Source: an optimization exercise on an open RTL-to-GDS flow (aim: small area and a short achievable clock period). Production flows keep margins and buffers that such runs may drop.
Function was checked by simulation only, so behaviour that the tests miss may differ from the original.

## flow/design.v (module list and top-level ports; edited modules follow where they fit)
// module grad_top: 3331 lines
module grad_top (
    input  wire logic        clk,
    input  wire logic        rst,
    input  wire logic        in_valid,
    input  wire logic        sof,
    input  wire logic [7:0]  pixel,
    output logic             out_valid,
    output logic [32:0]      grad
);
  // ...
==> flow/flow/run.sh <==
#!/bin/bash
# The standard layout, with the port buffers made from buf_4 cells instead of the
# resizer's default pick (a delay cell), so that the ports are not slowed down.
set -euo pipefail
export BUFFER_PORTS_ARGS="-buffer_cell sky130_fd_sc_hd__buf_4"
bash standard.sh > standard.log 2>&1
==> flow/standard.sh <==
#!/bin/bash
# synth_recipe.tcl (not shown) runs the flow's synth.tcl, then flattens the netlist and writes it again
# the make line also repeats each setting of config.mk as NAME=value (left out here)
make -C /OpenROAD-flow-scripts/flow DESIGN_CONFIG=/design/flow/config.mk WORK_HOME=/design/flow/orfs CLKGATE_MAP_FILE= SYNTH_SCRIPT=/design/flow/synth_recipe.tcl "${@:-finish}"
==> flow/config.mk <==
export PLATFORM = sky130hd
export DESIGN_NAME = grad_top
export DESIGN_NICKNAME = grad_top
export VERILOG_FILES = /design/flow/design.v
export SDC_FILE = /design/flow/constraint.sdc
export NUM_CORES = 4
export LEC_CHECK = 0
export CAP_MARGIN = 20
export CORE_MARGIN = 2
export CORE_UTILIZATION = 75
export CTS_CLUSTER_DIAMETER = 80
export CTS_CLUSTER_SIZE = 25
export SLEW_MARGIN = 20
==> flow/constraint.sdc <==
create_clock -name core_clock -period 26.0 [get_ports {clk}]
set_input_delay 5.2000 -clock core_clock [delete_from_list [all_inputs] [get_ports {clk}]]
set_output_delay 5.2000 -clock core_clock [all_outputs]
set_load 0.01 [all_outputs]
==> run notes, run 1 <==
CP cell instances = buf_4
Top Layer Used = met4
Max-cap viol count = 0
Clock Path Buffers = 3
Final Worst Setup Slack = 19790 ps
Met1 Wirelength = 20700 um
Number of diodes = 0
Die Area = 0.0422 sq mm
Min Hold Slack = 329 ps
Status = timing/DRC/antenna clean
Ports = 46
Met2 Wirelength = 25200 um
Placed inst area = 0.0314 sq mm
CP max stage delay = 310 ps
Total CTS buffers = 35
Mapped Cells = 2365
Final RePlAce weighted congestion = 0.821
Area contributors post-synth = dfxtp_1 (31%), edfxtp_1 (26%), fa_1 (9.2%)
Input/output buffers = 45
Synth warnings = 2
Leading cell type in the layout, fill and taps excluded = dfxtp_1
Invs w/o clock = 280
Storage cell area = 0.0172 sq mm
Fraction of area in registers = 0.532
M1 GR Usage = 0.301
Crit path from = vld[9]
Vias/cell = 5.64
==> inputs of run 2 (changes only) <==
==> flow/flow/run.sh (replaced) <==
#!/bin/bash
# The standard layout, with the port buffers made from buf_4 cells instead of the
# resizer's default pick (a delay cell), and a clock tree with fewer levels.
set -euo pipefail
export BUFFER_PORTS_ARGS="-buffer_cell sky130_fd_sc_hd__buf_4"
export CTS_ARGS="-sink_clustering_enable -repair_clock_nets -sink_clustering_size 25 -sink_clustering_max_diameter 80 -sink_clustering_levels 1"
bash standard.sh > standard.log 2>&1
--- a/flow/config.mk
+++ b/flow/config.mk
@@ -8,5 +8,5 @@
 export CAP_MARGIN = 20
 export CORE_MARGIN = 2
-export CORE_UTILIZATION = 75
+export CORE_UTILIZATION = 65
 export CTS_CLUSTER_DIAMETER = 80
 export CTS_CLUSTER_SIZE = 25
==> run notes, run 2 <==
Status = timing/DRC/antenna clean
M1 GR Usage = 0.250 (-0.0506)
Design area = 0.0326 sq mm
Starting Density = 0.657
WP data arrival = 1020 ps
Layout cells sized above 1 = 0.0731
CTS root buf = clkbuf_16
Total CTS buffers = 37 (+5.7%)
Setup-failing EPs final = 0
Critical path launch point type = flip-flop
Worst slew pin tran = 1010 ps
Final max-slew violation count = 0
Total wire length = 44500 um
Number of synthesized flops with an enable pin = 264
Place WS = 20350 ps
Dpl cells = 2992
Synth-to-layout area growth = 7.12%
Cts repair resizes = 0
Core box area = 0.0464 sq mm
Hold Violations, Final = 0
DRT antenna net count = 0
Ys flop type = dfxtp_1
First-pass GRT wire length = 75600 um
Syn Nets = 2720
Placed inst area = 0.0315 sq mm (+0.33%)
Leading cell types in the layout, fill and taps excluded = dfxtp_1 (464), inv_1 (280), edfxtp_1 (264)
Most flops, register = sr
Max reg flops = 264
Min-Delay Path Class = reg2reg
CP max stage delay = 310 ps (about the same)
RSZ-0062 raised after global routing = no
Worst setup path category = reg2out
Storage cell area = 0.0172 sq mm (unchanged)
Syn_area_per_cell = 12.9 sq um
Largest net degree at the start of global routing = 188
Total clock sinks = 729
Clock Skews = 26.5 ps
Post-detail-place hpwl = 32300 um
Fraction of registers with async set/reset = 0
Clk slew on worst S/H paths = 90 ps
Die height = 220 um
Drt pass-1 iters = 6
Slew headroom = 0.326
DRC = 0
Distinct cells, synth = 74
TritonCTS clock tree = built
Final Worst Setup Slack = 19780 ps (-8.70 ps)
Final min period = 6220 ps
Seq/Total Area, Yosys = 0.566
Layer with the highest usage = met2
Slowest cell on crit path = dfxtp_1
Mapped Cells = 2365 (unchanged)
Worst Path Required = 20800 ps
CP bufs+invs = 1
Number of diodes = 0 (unchanged)
GRT Total Usage = 0.191
Crit-path max FO = 1
#FFs+latches synth = 729
GRT met3 Usage = 0.0298
Sum Neg Setup Slack = 0 ps
Vias in the first global route = 16300
DR vias = 16200
Area contributors post-synth = dfxtp_1 (31%), edfxtp_1 (26%), fa_1 (9.2%)
Top flop regs = sr: 264 flops, grad: 33 flops
Final RePlAce weighted congestion = 0.803 (-2.2%)
Iter 0 DRT Violations = 700
Initial antenna violation count = 0
Synth top area share = 0.306
CP top delay family = flip-flops
Row count = 79
Worst Setup End Kind = primary output
Wire per inst = 14.6 um
Non-filler cells, final = 3055
Largest area contributor in the netlist = dfxtp_1
Fmax = 161 MHz
Ports = 46 (unchanged)
H-tree levels = 2
Max-cap viol count = 0 (unchanged)
Multi-input logic area = 0.0121 sq mm
Post-CTS Hold Fix Bufs = 0
Leading cell type in the layout, fill and taps excluded = dfxtp_1
Cell with the most instances after synthesis = dfxtp_1
Die Area = 0.0486 sq mm (+15%)
GRT met2 Usage = 0.332
Synth warnings = 2 (unchanged)
Clock latency (worst-skew pair) = 580 ps
CP cell instances = buf_4
Min Hold Slack = 326 ps (-2.61 ps)
Post-synth top cells = dfxtp_1 (465), inv_1 (280), edfxtp_1 (264)
Post-Syn Area = 0.0304 sq mm
Vias/cell = 5.30 (-6.0%)
Post-CTS setup buffers = 0
Die outline width = 220 um
Layout Nets = 2779
Final Cycle Share = 0.239
Layout fillers = 3241
Clock Path Buffers = 3 (unchanged)
Grt ovf = 0
Input/output buffers = 45 (unchanged)
run 2: logic make-up (layout without fill, tap and decap cells):
kind of cell / after synthesis / in the layout / synth area share
XOR/XNOR: 133 / 133 / 0.0383
other: 1 / 1 / 0.000123
multiplexers: 114 / 114 / 0.0400
AO/OA/AOI/OAI: 348 / 348 / 0.0757
buffers and inverters: 308 / 391 / 0.0384
flip-flops: 729 / 729 / 0.566
AND/OR/NAND/NOR: 389 / 389 / 0.0658
adder cells (fa/ha/maj): 343 / 343 / 0.175
run 2: stage by stage:
stage	utilization
after floorplan	-
after global placement	0.679
after detailed placement	0.679
after CTS	0.703
after global routing	0.703
final	0.703
run 2: path summary, 6_finish.rpt:
kind / start / to / cells past startpoint
worst max-delay path: vld[9] / out_valid / 1
worst min-delay path: p6_dquo[7] / p7_dquo[9] / 0
worst max register to register: p3_ndsr[1] / p4_drem[1] / 19
worst min register to register: p6_dquo[7] / p7_dquo[9] / 0
run 2: layout make-up:
type / count / area share
flip-flops and latches: 729 / 0.529
clock buffers: 50 / 0.0302
multi-input cells: 1328 / 0.370
repair buffers: 48 / 0.0114
clock inverters: 13 / 0.00457
well taps: 607 / 0.0233
inverters: 280 / 0.0322
run 2: metal layers:
layer | part of all wire | vias up
li1 | - | 8138
met3 | 0.030 | 71
met4 | 0.021 | 0
met5 | 0 | -
met1 | 0.46 | 7802
met2 | 0.49 | 175
==> inputs of run 3 (changes only) <==
==> flow/flow/run.sh (replaced) <==
#!/bin/bash
# The standard layout, with the port buffers made from buf_4 cells instead of the
# resizer's default pick (a delay cell), and a clock tree with fewer levels.
set -euo pipefail
export BUFFER_PORTS_ARGS="-buffer_cell sky130_fd_sc_hd__buf_4"
export CTS_ARGS="-sink_clustering_enable -repair_clock_nets -sink_clustering_size 25 -sink_clustering_max_diameter 80 -distance_between_buffers 1000 -branching_point_buffers_distance 1000"
bash standard.sh > standard.log 2>&1
==> run notes, run 3 <==
Place WS = 20350 ps (unchanged)
Sum Neg Setup Slack = 0 ps (unchanged)
Clock Path Buffers = 3 (unchanged)
WP data arrival = 1020 ps (about the same)
Row count = 79 (unchanged)
CP top delay family = flip-flops
Mapped Cells = 2365 (unchanged)
Total wire length = 44500 um (unchanged)
Top flop regs = sr: 264 flops, grad: 33 flops
Largest area contributor in the netlist = dfxtp_1
Ports = 46 (unchanged)
CTS root buf = clkbuf_16
Final Cycle Share = 0.239 (unchanged)
Clk slew on worst S/H paths = 90 ps (about the same)
Synth warnings = 2 (unchanged)
Initial antenna violation count = 0 (unchanged)
Slowest cell on crit path = dfxtp_1
Cts repair resizes = 0 (unchanged)
Wire per inst = 14.6 um (unchanged)
Iter 0 DRT Violations = 700 (unchanged)
First-pass GRT wire length = 75600 um (unchanged)
Final min period = 6220 ps (unchanged)
Drt pass-1 iters = 6 (unchanged)
Starting Density = 0.657 (unchanged)
Post-Syn Area = 0.0304 sq mm (unchanged)
Clock Skews = 26.5 ps (unchanged)
Post-detail-place hpwl = 32300 um (unchanged)
Leading cell type in the layout, fill and taps excluded = dfxtp_1
TritonCTS clock tree = built
Distinct cells, synth = 74 (unchanged)
Worst Setup End Kind = primary output
Critical path launch point type = flip-flop
H-tree levels = 2 (unchanged)
GRT Total Usage = 0.191 (unchanged)
Most flops, register = sr
Clock latency (worst-skew pair) = 580 ps (about the same)
Fraction of registers with async set/reset = 0 (unchanged)
RSZ-0062 raised after global routing = no
DR vias = 16200 (unchanged)
Worst setup path category = reg2out
Final RePlAce weighted congestion = 0.803 (unchanged)
Die height = 220 um (unchanged)
Core box area = 0.0464 sq mm (unchanged)
Vias/cell = 5.30 (unchanged)
Input/output buffers = 45 (unchanged)
CP max stage delay = 310 ps (about the same)
Area contributors post-synth = dfxtp_1 (31%), edfxtp_1 (26%), fa_1 (9.2%)
Synth top area share = 0.306 (unchanged)
Final Worst Setup Slack = 19780 ps (unchanged)
Slew headroom = 0.326 (unchanged)
Die outline width = 220 um (unchanged)
Worst slew pin tran = 1010 ps (unchanged)
#FFs+latches synth = 729 (unchanged)
Leading cell types in the layout, fill and taps excluded = dfxtp_1 (464), inv_1 (280), edfxtp_1 (264)
Syn Nets = 2720 (unchanged)
Max-cap viol count = 0 (unchanged)
Ys flop type = dfxtp_1
CP cell instances = buf_4
Final max-slew violation count = 0 (unchanged)
Layout cells sized above 1 = 0.0731 (unchanged)
Die Area = 0.0486 sq mm (unchanged)
Post-synth top cells = dfxtp_1 (465), inv_1 (280), edfxtp_1 (264)
Design area = 0.0326 sq mm (unchanged)
DRT antenna net count = 0 (unchanged)
Placed inst area = 0.0315 sq mm (unchanged)
Hold Violations, Final = 0 (unchanged)
Vias in the first global route = 16300 (unchanged)
Post-CTS Hold Fix Bufs = 0 (unchanged)
CP bufs+invs = 1 (unchanged)
Worst Path Required = 20800 ps (about the same)
Syn_area_per_cell = 12.9 sq um (unchanged)
Largest net degree at the start of global routing = 188 (unchanged)
Min-Delay Path Class = reg2reg
Post-CTS setup buffers = 0 (unchanged)
Cell with the most instances after synthesis = dfxtp_1
Min Hold Slack = 326 ps (unchanged)
Max reg flops = 264 (unchanged)
Layout fillers = 3241 (unchanged)
Number of diodes = 0 (unchanged)
Grt ovf = 0 (unchanged)
Fmax = 161 MHz (unchanged)
Synth-to-layout area growth = 7.12% (unchanged)
Status = timing/DRC/antenna clean
Number of synthesized flops with an enable pin = 264 (unchanged)
Total CTS buffers = 37 (unchanged)
Crit-path max FO = 1 (unchanged)
Layout Nets = 2779 (unchanged)
Seq/Total Area, Yosys = 0.566 (unchanged)
DRC = 0 (unchanged)
Total clock sinks = 729 (unchanged)
Setup-failing EPs final = 0 (unchanged)
Post-layout util = 0.703 (unchanged)
==> run 3: path summary, 6_finish.rpt <==
path | from | end | slack, ps | cells after the start
worst max-delay path | vld[9] | out_valid | 19780 | 1
worst min-delay path | p6_dquo[7] | p7_dquo[9] | 330 | 0
worst max register to register | p3_ndsr[1] | p4_drem[1] | 20460 | 19
worst min register to register | p6_dquo[7] | p7_dquo[9] | 330 | 0
==> run 3: area by class of cell <==
class	count	area [sq um]	area share
sequential	729	17200	0.529
clock inverter	13	149	0.00457
clock buffer	50	985	0.0302
timing repair buffer	48	373	0.0114
tap	607	759	0.0233
multi-input combinational	1328	12100	0.370
inverter	280	1050	0.0322
==> run 3: logic make-up after synthesis <==
| family | after synthesis | share of synthesized area |
|---|---|---|
| simple gates | 389 | 0.0658 |
| mux | 114 | 0.0400 |
| fa+ha+maj | 343 | 0.175 |
| flops | 729 | 0.566 |
| compound gates | 348 | 0.0757 |
| buf+inv | 308 | 0.0384 |
| other cells | 1 | 0.000123 |
| xor+xnor | 133 | 0.0383 |
==> run 3: through the flow <==
stage	std cells
after detailed placement	2992
after global placement	2992
final	3055
after global routing	3055
after CTS	3055
after floorplan	2365
==> run 3: layer usage <==
metal  global-route usage  vias up  wire [um]
li1                     -     8138          -
met1                0.250     7802      20500
met2                0.332      175      21700
met3               0.0298       71       1310
met4               0.0510        0        934
met5                    0        -          0

-- separate check: timing with driven ports --
Ports are ideal in the flow. The routed layouts listed here were re-timed in OpenROAD.
Step 1 assumes that a clkbuf_16 drives the clock port and a buf_2 every other input.
Step 2 times the ports against the registers' clock, not the clock port: input delays grow and output delays shrink by t, the midpoint of the rising clock arrivals with the driver on.
Slacks: no drivers / after step 1 / after step 2; pairs: no drivers / after step 1.
run	t, ns	setup slack, ns	worst data-port slew with drivers (ns)
run 1	0.625	19.788 / 19.730 / 20.296	0.04
run 2	0.623	19.779 / 19.725 / 20.329	0.04
run 3	0.623	19.779 / 19.725 / 20.329	0.04
After both steps setup and hold are still met in every run listed.
